This is an optimization exercise on Yosys and OpenROAD, whose aim is small area, a short achievable clock period and few clock cycles per item, not a production implementation.
Only simulation tests tie the RTL to the original design; equivalence was not proved.
Power figures rest on the tool's default switching activity, not on a simulated workload.

File: flow/constraint.sdc
create_clock -name core_clock -period 6.0 [get_ports {clk}]
set_input_delay 1.2000 -clock core_clock [delete_from_list [all_inputs] [get_ports {clk}]]
set_output_delay 1.2000 -clock core_clock [all_outputs]
set_load 0.01 [all_outputs]
File: flow/design.v
package sbr_pkg;
	localparam int WINDOW  = 64;
	localparam int IW      = $clog2(WINDOW);
	localparam int CW      = $clog2(WINDOW + 1);
	localparam int SW      = CW + 1;
	localparam int POS_W   = 32;
	localparam int BYTE_W  = 8;
	localparam int SPACE_W = 7;
endpackage
module sbr_ram #(
	parameter int WIDTH = 8,
	parameter int DEPTH = 64
) (
	input  logic                     clk,
	input  logic                     we,
	input  logic [$clog2(DEPTH)-1:0] waddr,
	input  logic [WIDTH-1:0]         wdata,
	input  logic                     re,
	input  logic [$clog2(DEPTH)-1:0] raddr,
	output logic [WIDTH-1:0]         rdata
);
	logic [WIDTH-1:0] mem_q [DEPTH];
	always_ff @(posedge clk) begin
		if (we) begin
			mem_q[waddr] <= wdata;
		end
		if (re) begin
			rdata <= mem_q[raddr];
		end
	end
endmodule
import sbr_pkg::*;
module sbr_marks (
	input  logic          clk,
	input  logic          arst_n,
	input  logic          set_en,
	input  logic [IW-1:0] set_idx,
	input  logic          clr_en,
	input  logic [IW-1:0] clr_idx,
	input  logic [IW-1:0] rd_idx,
	output logic          rd_bit
);
	logic [WINDOW-1:0] valid_q;
	always_ff @(posedge clk or negedge arst_n) begin
		if (!arst_n) begin
			valid_q <= '0;
		end else begin
			if (set_en) begin
				valid_q[set_idx] <= 1'b1;
			end
			if (clr_en) begin
				valid_q[clr_idx] <= 1'b0;
			end
		end
	end
	assign rd_bit = valid_q[rd_idx];
endmodule
import sbr_pkg::*;
module stream_byte_reassembler_core (
	input  logic               clk,
	input  logic               arst_n,
	input  logic               req_valid,
	output logic               req_stall,
	input  logic               kind,
	input  logic [POS_W-1:0]   stream_index,
	input  logic [BYTE_W-1:0]  data_byte,
	input  logic               ends_stream,
	input  logic [SPACE_W-1:0] downstream_space,
	output logic               rsp_valid,
	input  logic               rsp_stall,
	output logic               out_valid,
	output logic [BYTE_W-1:0]  out_byte,
	output logic               last_of_run,
	output logic [SPACE_W-1:0] pending_count,
	output logic               stream_closed
);
	typedef enum logic [4:0] {
		ST_IDLE  = 5'b00001,
		ST_STORE = 5'b00010,
		ST_SCAN  = 5'b00100,
		ST_READ  = 5'b01000,
		ST_EMIT  = 5'b10000
	} sbr_state_t;
	typedef struct packed {
		logic          set_en;
		logic [IW-1:0] set_idx;
		logic          clr_en;
		logic [IW-1:0] clr_idx;
		logic [IW-1:0] rd_idx;
	} sbr_mark_ctl_t;
	function automatic logic [IW-1:0] ring_add(input logic [IW-1:0] a, input logic [CW-1:0] b);
		logic [SW-1:0] s;
		begin
			s = {{(SW-IW){1'b0}}, a} + {1'b0, b};
			if (s >= SW'(WINDOW)) begin
				s = s - SW'(WINDOW);
			end
			ring_add = s[IW-1:0];
		end
	endfunction
	sbr_state_t        state_q;
	logic              kind_q;
	logic [POS_W-1:0]  idx_q;
	logic [BYTE_W-1:0] byte_q;
	logic              ends_q;
	logic [CW-1:0]     space_q;
	logic [POS_W-1:0]  next_q;
	logic [IW-1:0]     head_q;
	logic [POS_W-1:0]  total_q;
	logic              end_known_q;
	logic [CW-1:0]     pending_q;
	logic              closed_q;
	logic [CW-1:0]     cnt_q;
	logic [IW-1:0]     rd_ptr_q;
	logic [CW-1:0]     remain_q;
	logic              data_res_q;
	logic [POS_W:0]    diff;
	logic              in_win;
	logic [IW-1:0]     store_slot;
	logic [CW-1:0]     space_sat;
	logic [POS_W-1:0]  next_n;
	logic              mark_bit;
	logic [BYTE_W-1:0] ram_rdata;
	logic              ram_we;
	logic              ram_re;
	sbr_mark_ctl_t     mark_ctl;
	assign diff       = {1'b0, idx_q} - {1'b0, next_q};
	assign in_win     = !kind_q && !diff[POS_W] && (diff[POS_W-1:0] < POS_W'(space_q));
	assign store_slot = ring_add(head_q, diff[CW-1:0]);
	assign space_sat  = (downstream_space > SPACE_W'(WINDOW)) ? CW'(WINDOW)
	                                                          : downstream_space[CW-1:0];
	assign next_n     = next_q + POS_W'(cnt_q);
	always_comb begin
		mark_ctl.set_en  = (state_q == ST_STORE) && in_win;
		mark_ctl.set_idx = store_slot;
		mark_ctl.clr_en  = (state_q == ST_READ);
		mark_ctl.clr_idx = rd_ptr_q;
		mark_ctl.rd_idx  = (state_q == ST_STORE) ? store_slot : ring_add(head_q, cnt_q);
		ram_we           = (state_q == ST_STORE) && in_win;
		ram_re           = (state_q == ST_READ);
	end
	sbr_marks u_marks (
		.clk    (clk),
		.arst_n (arst_n),
		.set_en (mark_ctl.set_en),
		.set_idx(mark_ctl.set_idx),
		.clr_en (mark_ctl.clr_en),
		.clr_idx(mark_ctl.clr_idx),
		.rd_idx (mark_ctl.rd_idx),
		.rd_bit (mark_bit)
	);
	sbr_ram #(
		.WIDTH (BYTE_W),
		.DEPTH (WINDOW)
	) u_ring (
		.clk   (clk),
		.we    (ram_we),
		.waddr (store_slot),
		.wdata (byte_q),
		.re    (ram_re),
		.raddr (rd_ptr_q),
		.rdata (ram_rdata)
	);
	always_ff @(posedge clk or negedge arst_n) begin
		if (!arst_n) begin
			state_q     <= ST_IDLE;
			next_q      <= '0;
			head_q      <= '0;
			total_q     <= '0;
			end_known_q <= 1'b0;
			pending_q   <= '0;
			closed_q    <= 1'b0;
			cnt_q       <= '0;
			rd_ptr_q    <= '0;
			remain_q    <= '0;
			data_res_q  <= 1'b0;
		end else begin
			unique case (state_q)
				ST_IDLE: begin
					if (req_valid) begin
						remain_q   <= '0;
						data_res_q <= 1'b0;
						state_q    <= closed_q ? ST_EMIT : ST_STORE;
					end
				end
				ST_STORE: begin
					if (in_win && !mark_bit) begin
						pending_q <= pending_q + CW'(1);
					end
					if (ends_q) begin
						total_q     <= idx_q + POS_W'(!kind_q);
						end_known_q <= 1'b1;
					end
					cnt_q   <= '0;
					state_q <= ST_SCAN;
				end
				ST_SCAN: begin
					if ((cnt_q < space_q) && mark_bit) begin
						cnt_q <= cnt_q + CW'(1);
					end else begin
						next_q    <= next_n;
						pending_q <= pending_q - cnt_q;
						head_q    <= ring_add(head_q, cnt_q);
						rd_ptr_q  <= head_q;
						remain_q  <= cnt_q;
						if (end_known_q && (total_q == next_n)) begin
							closed_q <= 1'b1;
						end
						data_res_q <= 1'b0;
						state_q    <= (cnt_q == '0) ? ST_EMIT : ST_READ;
					end
				end
				ST_READ: begin
					rd_ptr_q   <= ring_add(rd_ptr_q, CW'(1));
					remain_q   <= remain_q - CW'(1);
					data_res_q <= 1'b1;
					state_q    <= ST_EMIT;
				end
				ST_EMIT: begin
					if (!rsp_stall) begin
						state_q <= (remain_q == '0) ? ST_IDLE : ST_READ;
					end
				end
				default: begin
					state_q <= ST_IDLE;
				end
			endcase
		end
	end
	always_ff @(posedge clk) begin
		if ((state_q == ST_IDLE) && req_valid) begin
			kind_q  <= kind;
			idx_q   <= stream_index;
			byte_q  <= data_byte;
			ends_q  <= ends_stream;
			space_q <= space_sat;
		end
	end
	assign req_stall     = (state_q != ST_IDLE);
	assign rsp_valid     = (state_q == ST_EMIT);
	assign out_valid     = data_res_q;
	assign out_byte      = data_res_q ? ram_rdata : '0;
	assign last_of_run   = (remain_q == '0);
	assign pending_count = SPACE_W'(pending_q);
	assign stream_closed = closed_q;
endmodule
File: flow/config.mk
export PLATFORM = sky130hd
export DESIGN_NAME = stream_byte_reassembler_core
export DESIGN_NICKNAME = stream_byte_reassembler_core
export VERILOG_FILES = /design/flow/design.v
export SDC_FILE = /design/flow/constraint.sdc
export NUM_CORES = 4
export LEC_CHECK = 0
export CAP_MARGIN = 20
export CORE_MARGIN = 2
export CORE_UTILIZATION = 40
export SLEW_MARGIN = 20
File: flow/run.sh
#!/bin/bash
# synth_recipe.tcl (not shown) runs the flow's synth.tcl, then flattens the netlist and writes it again
# the make line also repeats each setting of config.mk as NAME=value (left out here)
make -C /OpenROAD-flow-scripts/flow DESIGN_CONFIG=/design/flow/config.mk WORK_HOME=/design/flow/orfs CLKGATE_MAP_FILE= SYNTH_SCRIPT=/design/flow/synth_recipe.tcl finish
==> metrics.md <==
| Metric | Value |
|---|---|
| Share of cells above drive strength 1 | 17.2% |
| FFs w/ async S/R, synth | 22.9% |
| Synth Cell Area | 35300 um2 |
| Worst skew pair latency | 0.65 ns |
| Port Buffers | 72 |
| # Post-CTS Setup Buffers | 0 |
| Core area | 87200 um2 |
| # setup viols final | 0 |
| CP Class | reg -> reg |
| Rows | 108 |
| Setup TNS | 0 ns |
| Max Clock Skew | between 0.04 and 0.05 ns |
| CTS max path bufs | 3 |
| Period utilisation layout | 88.6% |
| Internal power | 0.0109 W |
| # DRC | 0 |
| GRT Util Overall | 21.8% |
| Fmax | 0.188 GHz |
| Layout Area Growth over Synthesis | 15.0% |
| CTS tree | done |
| Yosys Warn Count | 3 |
| Root Buffer | clkbuf_16 |
| Initial drt markers | ~2200 |
| Top cells by area, synth | edfxtp_1, dfrtp_1, mux4_2 |
| Actual slew at the worst max-slew pin | 1.15 ns |
| Final Slew Violations | 0 |
| Total Nets Final | 2858 |
| Req. time, crit path | 6.53 ns |
| Most instantiated cells after synthesis | edfxtp_1, nand2_1, dfrtp_1, mux4_2, inv_1 |
| Sw frac | 36.0% |
| Hold buffers post-CTS | 0 |
| GRT overflow | 0 |
| Most numerous cell in the Yosys netlist | edfxtp_1 |
| RSZ-0062 raised after global routing | false |
| Arrival time worst endpoint | approximately 6 ns |
| Leak | 14.0 nW |
| Slew margin rel. | between 20% and 30% |
| Die span in y | around 300 um |
| I/O Pins | 73 |
| Number of global-route vias before repair | 22800 |
| Peak supply drop | 0.320 mV |
| 1st-pass router iterations | 8 |
| Initial Utilization | 40.5% |
| Number of flops mapped to enable cells by yosys | between 500 and 600 |
| Clock sink count | about 740 |
| HP Class | reg -> reg |
| DIE AREA | 90700 um2 |
| # diodes | 0 |
| Sw Pwr | 0.00614 W |
| Worst-path clk slew | around 0.06 ns |
| Worst Setup End Kind | flip-flop |
| DR vias/cell | around 5.8 |
| Syn Area/Cell | about 14 um2 |
| Pwr dens | 420 nW/um2 |
| Routed Antenna Nets | 0 |
| Sequential power share | 37.8% |
| Fin crit period | ~5.3 ns |
| Syn Nets | 2694 |
| DRT Wirelength | 98400 um |
| Die X | 301 um |
| Post-DR wirelength/cell | about 25 um |
| CTS H-Tree Depth | 3 |
| Global-route wire length before repair | between 100000 and 150000 um |
| Synth top area share | 48.4% |
| Maxcap violations | 0 |
| Hold Vio Cnt, Final | 0 |
| Routability congestion estimate | approximately 0.94 |
| DP Wirelength | 67300 um |
| CTS Buf Count | 79 |
| Initial antenna violation count | 3 |
| Area leader, netlist | edfxtp_1 |
| Power share of the combinational group | 34.0% |
| Outcome | timing/DRC/antenna clean |
| Fillers | around 7600 |
| Final core occ | a little under half |
| Pin count of the biggest net entering global routing | between 100 and 150 |
| Via count | 22800 |
| Register bit total from synthesis | 738 |
| Post-synthesis cell type count | 95 |
| Max FO, Critical Path | 14 |
| Main flop type after synthesis | edfxtp_1 |
| Clock power share | around 28% |
| Syn Inst Count | 2557 |
| CP startpoint kind | flip-flop |
| Cts repair resizes | 0 |
| Register area share after synthesis | 60.4% |
-- per-layer routing --
metal | routed length [um] | up-vias | share of wire, % | global-route usage [%]
met1 | 42800 | 11700 | 43 | 30.6
met5 | 13 | - | 0.013 | 0
met4 | 2620 | 2 | 2.7 | 6.37
li1 | - | 10200 | - | -
met3 | 5840 | 162 | 5.9 | 3.06
met2 | 47100 | 814 | 48 | 35.3
-- stage by stage --
stage	instance area, um2	std cells	total power [W]	hold slack [ns]	setup WS, ns
2_1_floorplan	35300	2557	0.0101	0.425	1.77
3_3_place_gp	38000	3795	0.0123	0.449	0.799
3_5_place_dp	38000	3795	0.0123	0.446	0.796
4_1_cts	40600	3940	0.0172	0.464	0.779
5_1_grt	40600	3940	0.0178	0.517	0.523
6_report	40600	3940	0.0171	0.468	0.687
-- area by class of cell --
type / count / area [um2] / share of cell area [%]
flip-flops and latches: 738 / 21300 / 52.5
multi-input cells: 1563 / 13000 / 32.1
clock buffers: 105 / 2180 / 5.36
repair buffers: 188 / 1670 / 4.11
well taps: 1155 / 1450 / 3.56
inverters: 151 / 567 / 1.40
clock inverters: 40 / 398 / 0.980
-- power groups by stage --
stage	clock, W	combinational (W)	sequential (W)
after floorplan	0	0.00378	0.00635
after global placement	0	0.00571	0.00655
after detailed placement	0	0.00577	0.00656
after CTS	0.00492	0.00579	0.00645
after global routing	0.00511	0.00618	0.00649
final	0.00482	0.00579	0.00644
-- worst max-delay path, cell delays in order (launching register included) --
cell and delay (ns):
edfxtp_1 0.35, inv_1 0.05, ha_1 0.22, fa_1 0.40, xnor2_1 0.32, ha_1 0.35
xnor2_1 0.74, nor3_1 0.19, a32oi_1 0.38, o22ai_1 0.15, nor4_1 0.60, o221ai_2 0.36
a21oi_2 0.43, buf_4 0.29, or2_2 0.18, and3b_1 0.18
-- cell families (layout without fill, tap and decap cells) --
logic type | Yosys count | after routing | synth area share [%]
XOR/XNOR | 144 | 144 | 3.61
flip-flops | 738 | 738 | 60.4
AND/OR/NAND/NOR | 638 | 638 | 9.18
buffers and inverters | 256 | 484 | 2.88
adder cells (fa/ha/maj) | 84 | 84 | 3.08
AO/OA/AOI/OAI | 495 | 495 | 9.10
multiplexers | 202 | 202 | 11.8
-- placed cells by master, fill, tap and decap left out, drive strengths merged, types with 32 or more instances in the layout --
cell type      count
xor2              36
nor2             122
clkinv            32
mux4             168
ha                79
clkdlybuf4s50     71
nand2            173
o22ai             53
nor3             105
xnor2            107
dfrtp            168
clkbuf           105
a21oi            149
o21ai            100
inv              152
nand3             58
nand4             36
buf              117
edfxtp           569
-- state kept, by name, summed over array words and instances (netlist names), 7 cells and up --
name and cells:
idx_q 32, space_q 7, next_q 32, u_marks.valid_q 64, remain_q 7, byte_q 8, cnt_q 7, pending_q 7
u_ring.mem_q 512, total_q 32, u_ring.rdata 8
-- final timing paths --
| path | start | endpoint | slack, ns | cells after the start |
|---|---|---|---|---|
| setup / recovery | idx_q[0] | state_q[3] | 0.69 | 15 |
| hold / removal | end_known_q | end_known_q | 0.47 | 1 |
| setup reg to reg | idx_q[0] | state_q[3] | 0.69 | 15 |
| hold reg to reg | end_known_q | end_known_q | 0.47 | 1 |
| max in group asynchronous | arst_n | next_q[31] | 4.36 | 2 |
| min in group asynchronous | arst_n | u_marks.valid_q[4] | 0.54 | 1 |
Testbench counts, summed over its fixed seeds: cycles 56,841, items 9,629.

## port drivers added, routing unchanged
How much do the figures lean on ideal ports? The routed layout below was timed once more, with nothing changed but the port constraints.
Step 1 assumes that a clkbuf_16 drives the clock port and a buf_2 every other input.
Step 2 times the ports against the registers' clock, not the clock port: input delays grow and output delays shrink by t, the midpoint of the rising clock arrivals with the driver on.
a / b / c = no drivers / after step 1 / after step 2; a / b = the first two.
t (ns): 0.695
slack for setup (ns): 0.687 / 0.687 / 0.687
hold slack, ns: 0.468 / 0.468 / 0.468
slew at the worst register clock pin (ns): 0.06 / 0.06
worst data-port slew with drivers (ns): 0.05
After both steps this run still meets setup and hold. For this run, drivers alone change the setup slack by 0.000 ns; drivers and shift together by 0.000 ns.
